What follows belongs to an exercise in optimizing a design on an open flow for small area and a short achievable clock period; a production flow would make more cautious choices.
In this exercise RTL edits were held to simulation tests only and were not proved equivalent to the original.
Power figures rest on the tool's default switching activity, not on a simulated workload.

==> design/flow/design.v <==
module data_mem_responder (
  input  logic        ck,
  input  logic        rst_n,
  input  logic        is_load,
  input  logic        is_write,
  input  logic [8:0]  load_addr,
  input  logic [8:0]  write_addr,
  input  logic [15:0] data,
  output logic        mem_ready,
  output logic        ld_valid,
  output logic [15:0] ld_data,
  output logic        addr_err,
  output logic [1:0]  dbg_state
);
  logic r_busy, r_busy_o, r_ready, r_t1, r_t2, r_t3, r_st0, r_st1, r_vld, r_err;
  logic w_req, w_acc;
  assign w_req = is_load | is_write;
  assign r_ready = !r_busy;
  assign w_acc = r_ready & w_req;
  logic        r_ld, r_lerr, r_err_any, r_wr_mem;
  logic [15:0] r_data;
  logic [15:0] r_rhi, r_rlo;      
  logic [7:0]  r_waddr;
  logic        w_lerr, w_werr, w_rd_mem, w_wr_mem;
  assign w_lerr   = load_addr[8];
  assign w_werr   = write_addr[8];
  assign w_wr_mem = is_write & !w_werr;
  assign w_rd_mem = is_load & !w_lerr;
  always_ff @(posedge ck) begin
    if (r_ready) begin
      r_ld      <= is_load;
      r_lerr    <= w_lerr;
      r_err_any <= (is_load & w_lerr) | (is_write & w_werr);
      r_data    <= data;
      r_wr_mem  <= w_wr_mem;
      r_waddr   <= write_addr[7:0];
      for (int i = 0; i < 16; i++) begin
        r_rhi[i] <= w_rd_mem & (load_addr[7:4] == 4'(i));
        r_rlo[i] <= (load_addr[3:0] == 4'(i));
      end
    end
  end
  logic [255:0] r_sel;
  logic [15:0]  r_whi, r_wlo;
  logic         r_byp;
  always_ff @(posedge ck) begin
    r_byp <= r_wr_mem & r_rhi[r_waddr[7:4]] & r_rlo[r_waddr[3:0]];
    for (int w = 0; w < 256; w++)
      r_sel[w] <= r_rhi[w / 16] & r_rlo[w % 16];
    for (int i = 0; i < 16; i++) begin
      r_whi[i] <= r_wr_mem & (r_waddr[7:4] == 4'(i));
      r_wlo[i] <= (r_waddr[3:0] == 4'(i));
    end
  end
  always_ff @(posedge ck or negedge rst_n) begin
    if (!rst_n) begin
      r_busy   <= 1'b0;
      r_busy_o <= 1'b0;
      r_t1    <= 1'b0;
      r_t2    <= 1'b0;
      r_t3    <= 1'b0;
      r_st0   <= 1'b0;
      r_st1   <= 1'b0;
      r_vld   <= 1'b0;
      r_err   <= 1'b0;
    end else begin
      r_busy   <= (r_busy | w_req) & !r_st1;
      r_busy_o <= w_acc | r_t1 | r_t2 | r_t3;
      r_t1    <= w_acc;
      r_t2    <= r_t1;
      r_t3    <= r_t2;
      r_st0   <= w_acc | r_t1 | r_t2;
      r_st1   <= r_t3;
      r_vld   <= r_t3 & r_ld;
      r_err   <= r_t3 & r_err_any;
    end
  end
  logic [15:0] r_mem [256];
  always_ff @(posedge ck) begin
    for (int w = 0; w < 256; w++)
      if (r_t3 & r_whi[w / 16] & r_wlo[w % 16])
        r_mem[w] <= r_data;
  end
  logic [15:0] w_slice_n [86];
  for (genvar i = 0; i < 85; i++) begin : g_slice
    for (genvar b = 0; b < 16; b++) begin : g_bit
      dmem_aoi222 u_aoi (
        .a0(r_sel[3 * i]),     .b0(r_mem[3 * i][b]),
        .a1(r_sel[3 * i + 1]), .b1(r_mem[3 * i + 1][b]),
        .a2(r_sel[3 * i + 2]), .b2(r_mem[3 * i + 2][b]),
        .y(w_slice_n[i][b])
      );
    end
  end
  assign w_slice_n[85] = ~({16{r_sel[255]}} & r_mem[255]);
  logic [15:0] w_part [8];
  always_comb begin
    for (int k = 0; k < 8; k++)
      w_part[k] = 16'h0;
    for (int i = 0; i < 86; i++)
      w_part[i * 8 / 86] = w_part[i * 8 / 86] | ~w_slice_n[i];
  end
  logic [15:0] r_part [8];
  always_ff @(posedge ck) begin
    for (int k = 0; k < 8; k++)
      r_part[k] <= w_part[k];
  end
  logic [15:0] w_rd;
  assign w_rd = r_byp ? r_data :
                (r_part[0] | r_part[1] | r_part[2] | r_part[3] |
                 r_part[4] | r_part[5] | r_part[6] | r_part[7] |
                 ({16{r_lerr}} & 16'hDEAD));
  logic [15:0] r_ld_data;
  always_ff @(posedge ck or negedge rst_n) begin
    if (!rst_n)
      r_ld_data <= 16'h0;
    else if (r_t3 & r_ld)
      r_ld_data <= w_rd;
  end
  assign mem_ready = !r_busy_o;
  assign ld_valid  = r_vld;
  assign ld_data   = r_ld_data;
  assign addr_err  = r_err;
  assign dbg_state = {r_st1, r_st0};
endmodule
module dmem_aoi222 (
  input  logic a0, b0, a1, b1, a2, b2,
  output logic y
);
  assign y = ~((a0 & b0) | (a1 & b1) | (a2 & b2));
endmodule
==> design/flow/flow/run.sh <==
#!/bin/bash
# Standard layout with three changes: footprint-free resizing (so repair_timing can resize
# the port buffers), more antenna-repair iterations, and, between placement and CTS, the
# output-port flip-flops moved next to their port buffers at the pins.
set -euo pipefail
VARS="MATCH_CELL_FOOTPRINT=0 MAX_REPAIR_ANTENNAS_ITER_GRT=15 MAX_REPAIR_ANTENNAS_ITER_DRT=15"
bash standard.sh $VARS place > flow_make_place.log 2>&1
RESULTS=$PWD/orfs/results/$FLOW_PLATFORM/data_mem_responder/base openroad -no_init -exit flow/place_outputs.tcl > flow_place_outputs.log 2>&1
bash standard.sh $VARS finish > flow_make_finish.log 2>&1
==> design/flow/flow/move_out.tcl <==
# Place each output port's buffer, and the flip-flop (with any gates between them) that
# drives it, at the port's pin, just inside the core; detailed_placement legalizes them.
set block [ord::get_db_block]
set core [$block getCoreArea]
set cx0 [expr {[$core xMin] + 2000}]; set cx1 [expr {[$core xMax] - 8000}]
set cy0 [expr {[$core yMin] + 2000}]; set cy1 [expr {[$core yMax] - 4000}]
foreach bterm [$block getBTerms] {
  if {[$bterm getIoType] ne "OUTPUT"} { continue }
  set box [lindex [[lindex [$bterm getBPins] 0] getBoxes] 0]
  set x [expr {([$box xMin] + [$box xMax]) / 2}]
  set y [expr {([$box yMin] + [$box yMax]) / 2}]
  set x [expr {max($cx0, min($cx1, $x))}]
  set y [expr {max($cy0, min($cy1, $y))}]
  set net [$bterm getNet]
  set cur ""
  foreach it [$net getITerms] { if {[$it isOutputSignal]} { set cur [$it getInst] } }
  set buf $cur
  if {$buf eq ""} { continue }
  for {set depth 0} {$cur ne "" && $depth < 4} {incr depth} {
    set master [[$cur getMaster] getName]
    $cur setLocation $x $y
    $cur setPlacementStatus PLACED
    puts "port [$bterm getName]: moved [$cur getName] ($master)"
    if {[string match *df* $master]} {
      # also the other loads of the flip-flop's output (the hold mux of an enable register)
      foreach it [$cur getITerms] {
        if {![$it isOutputSignal]} { continue }
        set qn [$it getNet]
        if {$qn eq "NULL" || $qn eq ""} { continue }
        foreach l [$qn getITerms] {
          set li [$l getInst]
          if {$li ne $cur && [[$li getMaster] getName] ne [[$buf getMaster] getName]} {
            $li setLocation $x $y
            $li setPlacementStatus PLACED
            puts "port [$bterm getName]: moved load [$li getName] ([[$li getMaster] getName])"
          }
        }
      }
      break
    }
    set innet ""
    foreach it [$cur getITerms] {
      if {[$it isInputSignal] && [[$it getMTerm] getSigType] eq "SIGNAL"} { set innet [$it getNet] }
    }
    set cur ""
    if {$innet ne "" && $innet ne "NULL"} {
      foreach it [$innet getITerms] { if {[$it isOutputSignal]} { set cur [$it getInst] } }
    }
  }
}
==> design/flow/flow/place_outputs.tcl <==
# Runs between ORFS's place and cts steps: puts the output-port flip-flops next to their
# port buffers at the pins (move_out.tcl), legalizes, and writes 3_place.odb back.
set odb $::env(RESULTS)/3_place.odb
read_db $odb
source [file join [file dirname [info script]] move_out.tcl]
detailed_placement
check_placement -verbose
write_db $odb
==> design/flow/standard.sh <==
#!/bin/bash
# synth_recipe.tcl (not shown) runs the flow's synth.tcl, then flattens the netlist and writes it again
# the make line also repeats each setting of config.mk as NAME=value (left out here)
make -C /OpenROAD-flow-scripts/flow DESIGN_CONFIG=/design/flow/config.mk WORK_HOME=/design/flow/orfs CLKGATE_MAP_FILE= SYNTH_SCRIPT=/design/flow/synth_recipe.tcl "${@:-finish}"
==> design/flow/config.mk <==
export PLATFORM = sky130hd
export DESIGN_NAME = data_mem_responder
export DESIGN_NICKNAME = data_mem_responder
export VERILOG_FILES = /design/flow/design.v
export SDC_FILE = /design/flow/constraint.sdc
export NUM_CORES = 4
export LEC_CHECK = 0
export ABC_CLOCK_PERIOD_IN_PS = 1500
export CAP_MARGIN = 20
export CORE_MARGIN = 2
export CORE_UTILIZATION = 70
export CTS_BUF_LIST = sky130_fd_sc_hd__clkbuf_8 sky130_fd_sc_hd__clkbuf_16
export CTS_CLUSTER_DIAMETER = 100
export CTS_CLUSTER_SIZE = 26
export SETUP_SLACK_MARGIN = 2.05
export SLEW_MARGIN = 20
export SYNTH_HIERARCHICAL = 1
export SYNTH_MEMORY_MAX_BITS = 8192
==> design/flow/constraint.sdc <==
create_clock -name core_clock -period 4.0 [get_ports {ck}]
set_input_delay 0.8000 -clock core_clock [delete_from_list [all_inputs] [get_ports {ck}]]
set_output_delay 0.8000 -clock core_clock [all_outputs]
set_load 0.01 [all_outputs]
==> impl_metrics.yaml, run 1 <==
clock_tree:
  h-tree-depth: 4
  cts_tree: "yes"
  clock_latency_ns: 0.91
  cts-root-buf: "clkbuf_16"
  cts_sinks: 4598
  clockBufferDepth: 3
  holdBufCountCts: 0
  clkTransAtPathRegs_ns: 0.10
  numCtsBuffers: 194
global_routing:
  grt_pass1_wl_um: 600400
  grt_max_degree: 161
  grt_pass1_vias: 77457
  antenna_found_initial: 61
  globalRouteOverflowTotal: 0
  grt_usage_pct: 38.62
routing:
  ant_nets: 0
  route.met2.wl_um: 205200
  dr_total_vias: 86787
  drcViolationCount: 0
  viasPerCell: 7.897
  drt_iter0_drc: 22482
  wirelength_um: 442100
  dr.pass1.iters: 13
  routed.top_layer: "met5"
  wl_met3_um: 63410
  wirelength_met1_um: 149900
  wl_per_cell_um: 40.23
floorplanning:
  initial_core_util_pct: 70.57
  die_x_um: 474.9
  io-pin-count: 59
  die_area_mm2: 0.2255
  dieHeight_um: 474.9
  fp-row-count: 172
  core-area_mm2: 0.2199
synthesis:
  async_flop_share_pct: 0.5437
  synth_commonest_cells: "edfxtp_1 (4,156), a222oi_1 (1,360), dfxtp_1 (417)"
  synth_edf_count: 4156
  ys_seq_elements: 4598
  syn_inst: 7316
  synth_area_mm2: 0.1552
  synth_warnings: 15
  synthesis.nets: 7354
  synth_top_area_share_pct: 80.41
  avgSynthCellArea_um2: 21.21
  synth_top_cell_by_area: "edfxtp_1"
  synth-main-ff-cell: "edfxtp_1"
  yosysMostFrequentCell: "edfxtp_1"
  yosysUniqueCellTypes: 37
  synthTopCellsByArea: "edfxtp_1 (80%), a222oi_1 (8.8%), dfxtp_1 (5.4%)"
  ys_seq_area_share_pct: 86.19
placed_design:
  dpl.hpwl_um: 254400
  place_congestion: 0.9480
  place_ws_ns: 1.435
  portBuffers: 58
timing:
  setup_viol: 0
  slew_violations: 0
  clock_skew_ns: 0.03922
  period_minus_slack_ns: 2.266
  finalCritPeriodShare_pct: 56.65
  fin_ws_ns: 1.734
  max_clock_freq_mhz: 441.3
  slew_headroom_pct: 24.66
  worst_slew_pin_slew_ns: 1.130
  whs_ns: 0.3887
  rsz0062_at_grt: "yes"
  final_hold_viol_count: 0
critical_path:
  crit_path_top_delay_cell: "dfrtp_1"
  cp.arrival_ns: 1.47
  worstRegToRegCells: 5
  crit_chain: "clkbuf_2"
  worstSetupPathType: "flip-flop to output pin"
  path_max_fanout: 2
  worst-path-buf-inv: 1
  cp-end-kind: "output pin"
  crit_cells: 1
  worstPathRequired_ns: 3.20
  critPathTopFamily: "flip-flops"
  critical_path.startpoint_type: "flip-flop"
  cpPeakStageDelay_ns: 0.43
finish:
  syn_to_final_growth_pct: 9.027
  layout.nets: 7746
  layout-drive-gt1-share_pct: 12.85
  num-fill-cells: 11912
  final-seq-area_mm2: 0.1341
  multiInputGateArea_mm2: 0.02208
power_and_ir_drop:
  power_density_mw_per_mm2: 490.1
  ir_drop_uv: 556.2
  p_leak_nw: 52.12
min_path:
  hold_path_class: "flip-flop to flip-flop"
  worstHoldPathCells: 0
outcome:
  outcome: "no timing/DRC/antenna violations"
run:
  drv_cap: 0
-- report_power, final --
part	switching (mW)	internal (mW)	leakage, nW
combinational	4.03	1.64	7.58
sequential	1.39	52.9	41.2
clock	13.6	9.31	3.37
total	19.1	63.9	52.1
-- timing repair --
item	4_1_cts	5_1_grt
buffers inserted	29	91
endpoints found under the setup margin	4468	3023
resized for setup	324	477
cloned	6	1
pin swaps	3	269
-- final timing paths --
path / startpoint / to / slack, ns
max: r_ld_data[7]$_DFFE_PN0P_ / ld_data[7] / 1.73
min: r_t1$_DFF_PN0_ / r_t2$_DFF_PN0_ / 0.39
min reg2reg: r_t1$_DFF_PN0_ / r_t2$_DFF_PN0_ / 0.39
max reg2reg: r_sel[179]$_DFF_P_ / r_part[5][10]$_DFF_P_ / 1.78
min in group asynchronous: rst_n / r_ld_data[12]$_DFFE_PN0P_ / 0.47
max in group asynchronous: rst_n / r_ld_data[13]$_DFFE_PN0P_ / 2.57
-- Yosys stat by module, one instance, submodules excluded --
module / flip-flops and latches / cells / cell area [µm²]
data_mem_responder: 4598 / 5956 / 141600
dmem_aoi222: 0 / 1 / 10.01
-- placed cells by master (no fill, tap or decap), types with 4 or more instances in the layout --
cell type | synthesis | final
edfxtp_1 | 4156 | 4156
a222oi_1 | 1360 | 1360
nand4_1 | 352 | 352
and2_1 | 257 | 257
dfxtp_1 | 417 | 249
clkbuf_16 | 0 | 210
and3_2 | 0 | 175
inv_1 | 5 | 161
buf_4 | 3 | 159
diode_2 | 0 | 155
dfxtp_2 | 0 | 109
and3_4 | 0 | 81
nor2_1 | 142 | 73
dfxtp_4 | 0 | 59
nand2_1 | 56 | 52
nor2_2 | 0 | 47
buf_12 | 0 | 39
clkdlybuf4s50_1 | 0 | 37
buf_6 | 1 | 32
nor4_1 | 34 | 28
dfrtp_1 | 25 | 24
nor2_4 | 0 | 22
nor3_1 | 20 | 19
clkbuf_2 | 0 | 19
or3_1 | 20 | 16
o21ai_0 | 27 | 14
a211oi_2 | 0 | 13
nand2b_1 | 12 | 12
a21oi_1 | 12 | 12
nand3_1 | 12 | 12
o21ai_1 | 0 | 7
nor4_2 | 0 | 6
buf_16 | 0 | 6
o21ai_2 | 0 | 5
or3_4 | 0 | 4
mux2_2 | 4 | 4
mux2i_1 | 4 | 4
mux4_1 | 4 | 4
buf_2 | 3 | 4
-- cell families (layout without fill, tap and decap cells) --
family | after synthesis | in the layout | synth area share (%)
compound gates | 1421 | 1421 | 9.005
buf+inv | 114 | 674 | 0.2902
flops | 4598 | 4598 | 86.19
mux | 13 | 13 | 0.1370
other cells | 0 | 155 | 0
simple gates | 1170 | 1171 | 4.377
-- routing by layer --
metal | GRT usage, % | vias up
met5 | 0 | -
met4 | 19.26 | 14
met3 | 7.250 | 1023
met2 | 57.91 | 7913
met1 | 55.83 | 43848
li1 | - | 33989
-- per-stage QoR --
step                area [µm²]  power, mW  instances  utilization, %  setup TNS (ns)
global route            168900      84.52      10852           76.78               0
CTS                     167000      82.33      10743           75.95               0
detailed placement      160500      60.14      10343           72.95               0
floorplan               155200      57.00       7316               -         -247.41
global placement        160400      60.02      10342           72.94               0
finish                  169200      82.93      10990           76.94               0
-- flip-flops by register name (all words and copies together) (netlist names), 8 cells and up --
name	flops
r_whi	16
r_rlo	16
r_mem	4096
r_waddr	8
r_sel	256
r_wlo	16
r_data	16
r_ld_data	16
r_rhi	16
r_part	128
-- final cells by class --
type	instances	share of cell area [%]
clock buffers	204	3.017
inverters	5	0.01257
multi-input cells	2605	13.05
clock inverters	161	0.3660
well taps	2958	2.187
diodes	155	0.2292
flip-flops and latches	4598	79.27
repair buffers	304	1.871
==> run 2, diff against run 1 <==
--- a/design/flow/config.mk
+++ b/design/flow/config.mk
@@ -8,7 +8,7 @@
 export ABC_CLOCK_PERIOD_IN_PS = 1500
 export CAP_MARGIN = 20
 export CORE_MARGIN = 2
-export CORE_UTILIZATION = 70
+export CORE_UTILIZATION = 62
 export CTS_BUF_LIST = sky130_fd_sc_hd__clkbuf_8 sky130_fd_sc_hd__clkbuf_16
 export CTS_CLUSTER_DIAMETER = 100
 export CTS_CLUSTER_SIZE = 26
@@ -16,3 +16,4 @@
 export SLEW_MARGIN = 20
 export SYNTH_HIERARCHICAL = 1
 export SYNTH_MEMORY_MAX_BITS = 8192
+export TNS_END_PERCENT = 20
==> run 2 against run 1 <==
Sequential share of layout area is essentially flat. Power grew 0.12%. Die area increased by 13%. Final cell count is 3.5% higher. Synthesized cell count is the same. Largest cell class unchanged. Largest power group unchanged.
==> impl_metrics.yaml, run 2 <==
floorplanning:
  dieHeight_um: 504.3
  fp-row-count: 183
  die_area_mm2: 0.2543
  io-pin-count: 59
  die_x_um: 504.3
  core-area_mm2: 0.2489
  initial_core_util_pct: 62.36
power_and_ir_drop:
  p_seq_share_pct: 65.5
  swShare_pct: 23.22
  ir_drop_uv: 486.2
  power.share.combinational_pct: 6.8
  power.switching_mw: 19.28
  clkPwrFrac_pct: 27.7
  p_leak_nw: 52.25
  power_density_mw_per_mm2: 491.1
  internal-power_mw: 63.75
routing:
  wirelength_um: 455300
  ant_nets: 0
  dr.pass1.iters: 10
  viasPerCell: 7.487
  wl_per_cell_um: 40.03
  drcViolationCount: 0
  dr_total_vias: 85170
  drt_iter0_drc: 19741
finish:
  layout_common_cells: "edfxtp_1 (4,156), a222oi_1 (1,360), nand4_1 (352)"
  layout_commonest_cell: "edfxtp_1"
  layout-drive-gt1-share_pct: 10.09
  layout.nets: 7745
  largest_reg_flops: 4096
  syn_to_final_growth_pct: 8.936
  regMostFlops: "r_mem"
  fin_util_pct: 67.93
  reg_top3: "r_mem x4096, r_sel x256, r_part x128"
critical_path:
  worstSetupPathType: "flip-flop to output pin"
  crit_cells: 1
  worstRegToRegCells: 1
  crit_path_top_delay_cell: "dfrtp_1"
  critPathTopFamily: "flip-flops"
  path_max_fanout: 2
  critical_path.startpoint_type: "flip-flop"
  cp.arrival_ns: 1.48
  worst-path-buf-inv: 1
  cpPeakStageDelay_ns: 0.44
  worstPathRequired_ns: 3.20
  crit_chain: "clkbuf_2"
  cp-end-kind: "output pin"
timing:
  worst_slew_pin_slew_ns: 1.172
  setup_viol: 0
  slew_headroom_pct: 21.89
  clock_skew_ns: 0.03466
  finalCritPeriodShare_pct: 57.07
  whs_ns: 0.05433
  rsz0062_at_grt: "yes"
  max_clock_freq_mhz: 438.0
  period_minus_slack_ns: 2.283
  slew_violations: 0
  final_hold_viol_count: 0
synthesis:
  synthesis.nets: 7354
  synth_commonest_cells: "edfxtp_1 (4,156), a222oi_1 (1,360), dfxtp_1 (417)"
  syn_inst: 7316
  synth-main-ff-cell: "edfxtp_1"
  yosysUniqueCellTypes: 37
  async_flop_share_pct: 0.5437
  synth_area_mm2: 0.1552
  synth_edf_count: 4156
  ys_seq_elements: 4598
  yosysMostFrequentCell: "edfxtp_1"
  ys_seq_area_share_pct: 86.19
  synth_top_area_share_pct: 80.41
  synthTopCellsByArea: "edfxtp_1 (80%), a222oi_1 (8.8%), dfxtp_1 (5.4%)"
  synth_warnings: 15
  avgSynthCellArea_um2: 21.21
  synth_top_cell_by_area: "edfxtp_1"
clock_tree:
  h-tree-depth: 4
  clkTransAtPathRegs_ns: 0.10
  clock_latency_ns: 0.89
  cts_sinks: 4598
  cts-root-buf: "clkbuf_16"
  holdBufCountCts: 0
  clockBufferDepth: 3
  cts_tree: "yes"
  numCtsBuffers: 194
outcome:
  outcome: "no timing/DRC/antenna violations"
global_routing:
  grt_usage_pct: 34.92
  grt_pass1_wl_um: 616600
  grt_max_degree: 150
  globalRouteOverflowTotal: 0
  grt_pass1_vias: 78030
  antenna_found_initial: 55
placed_design:
  place_congestion: 0.8785
  dpl.hpwl_um: 265600
  portBuffers: 58
run:
  drv_cap: 0
min_path:
  hold_path_class: "primary input to async pin"
[run 2: cell types whose count changed in the layout (fill, tap and decap cells not counted), moves of 31 or more]
cell / before / now
dfxtp_2: 109 / 78
nor2_1: 73 / 111
and3_4: 81 / 19
and3_1: 0 / 141
and3_2: 175 / 96
dfxtp_1: 249 / 282
[run 2: worst paths after layout]
kind	startpoint	to	slack (ns)
setup / recovery	r_ld_data[15]$_DFFE_PN0P_	ld_data[15]	1.72
hold / removal	rst_n	r_ld_data[4]$_DFFE_PN0P_	0.05
setup reg to reg	r_wlo[4]$_DFF_P_	r_mem[36][7]$_DFFE_PP_	1.74
hold reg to reg	r_t1$_DFF_PN0_	r_t2$_DFF_PN0_	0.39
max in group asynchronous	rst_n	r_t3$_DFF_PN0_	3.18
min in group core_clock	r_t1$_DFF_PN0_	r_t2$_DFF_PN0_	0.39
[run 2: modules after synthesis, one instance, submodules excluded]
module	area [µm²]	cells	flip-flops and latches
data_mem_responder	141600	5956	4598
dmem_aoi222	10.01	1	0
[run 2: area by class of cell]
class / count / area [µm²]
Sequential cell: 4598 / 134100
Fill cell: 15995 / 79810
Multi-Input combinational cell: 2604 / 21520
Clock buffer: 201 / 5030
Tap cell: 3330 / 4167
Timing Repair Buffer: 304 / 3189
Clock inverter: 160 / 628.1
Antenna cell: 173 / 432.9
Inverter: 5 / 21.27
[run 2: what timing repair did]
action                     4_1_cts  5_1_grt
resized for setup              159      311
gates cloned                     1        0
setup endpoints to repair     4399     3677
buffers inserted                31       94
pin swaps                        4      174
[run 2: power by group through the flow]
stage | Combinational, mW | Sequential [mW] | Clock (mW)
global route | 5.65 | 54.4 | 24.8
detailed placement | 4.65 | 55.7 | 0
global placement | 4.58 | 55.6 | 0
finish | 5.63 | 54.4 | 23.0
floorplan | 1.64 | 55.4 | 0
CTS | 5.19 | 54.4 | 23.2
[run 2: metal layers]
| metal | global-route usage (%) | vias up | share of wire (%) |
|---|---|---|---|
| met3 | 5.960 | 763 | 12 |
| met2 | 53.90 | 6291 | 48 |
| met4 | 14.56 | 16 | 4.0 |
| met5 | 0 | - | 0.027 |
| li1 | - | 34009 | - |
| met1 | 50.25 | 44091 | 37 |
[run 2: per-stage QoR]
step / power (mW) / area [µm²] / instances / worst slack (ns) / setup TNS, ns
after CTS: 82.71 / 167200 / 11106 / 1.661 / 0
after global routing: 84.82 / 168700 / 11231 / 1.684 / 0
after detailed placement: 60.30 / 161000 / 10713 / 0.8509 / 0
after global placement: 60.22 / 160900 / 10710 / 0.7996 / 0
final: 83.03 / 169100 / 11375 / 1.717 / 0
after floorplan: 57.00 / 155200 / 7316 / -0.06350 / -247.41
[run 2: cell families (layout without fill, tap and decap cells)]
logic type / Yosys count / in the layout / share of synthesized area, %
flops: 4598 / 4598 / 86.19
compound gates: 1421 / 1421 / 9.005
buf+inv: 114 / 670 / 0.2902
simple gates: 1170 / 1170 / 4.377
mux: 13 / 13 / 0.1370
other cells: 0 / 173 / 0

==> re-timing with driven ports <==
The results above use ideal ports. As a check the final layouts listed here were re-extracted and re-timed, cells and wires unchanged. Step 1 sets driving cells, clkbuf_16 on the clock port and buf_2 on the other inputs (assumed; they add their load-dependent delay and slew). Step 2 also shifts input and output timing later by t, the mid clock arrival at the registers, as if the neighbouring blocks saw the same clock. a / b / c = no drivers / after step 1 / after step 2; a / b = the first two.
run | t (ns) | slack for setup (ns) | latest minus earliest clock arrival (ns) | slew at the worst register clock pin (ns)
run 1 | 0.973 | 1.734 / 1.652 / 1.122 | 0.052 / 0.052 | 0.11 / 0.11
run 2 | 0.960 | 1.717 / 1.625 / 1.083 | 0.037 / 0.037 | 0.11 / 0.11
After both steps setup and hold are still met in every run listed. For run 2, which loses most, drivers alone change the setup slack by -0.092 ns; drivers and shift together by -0.634 ns.
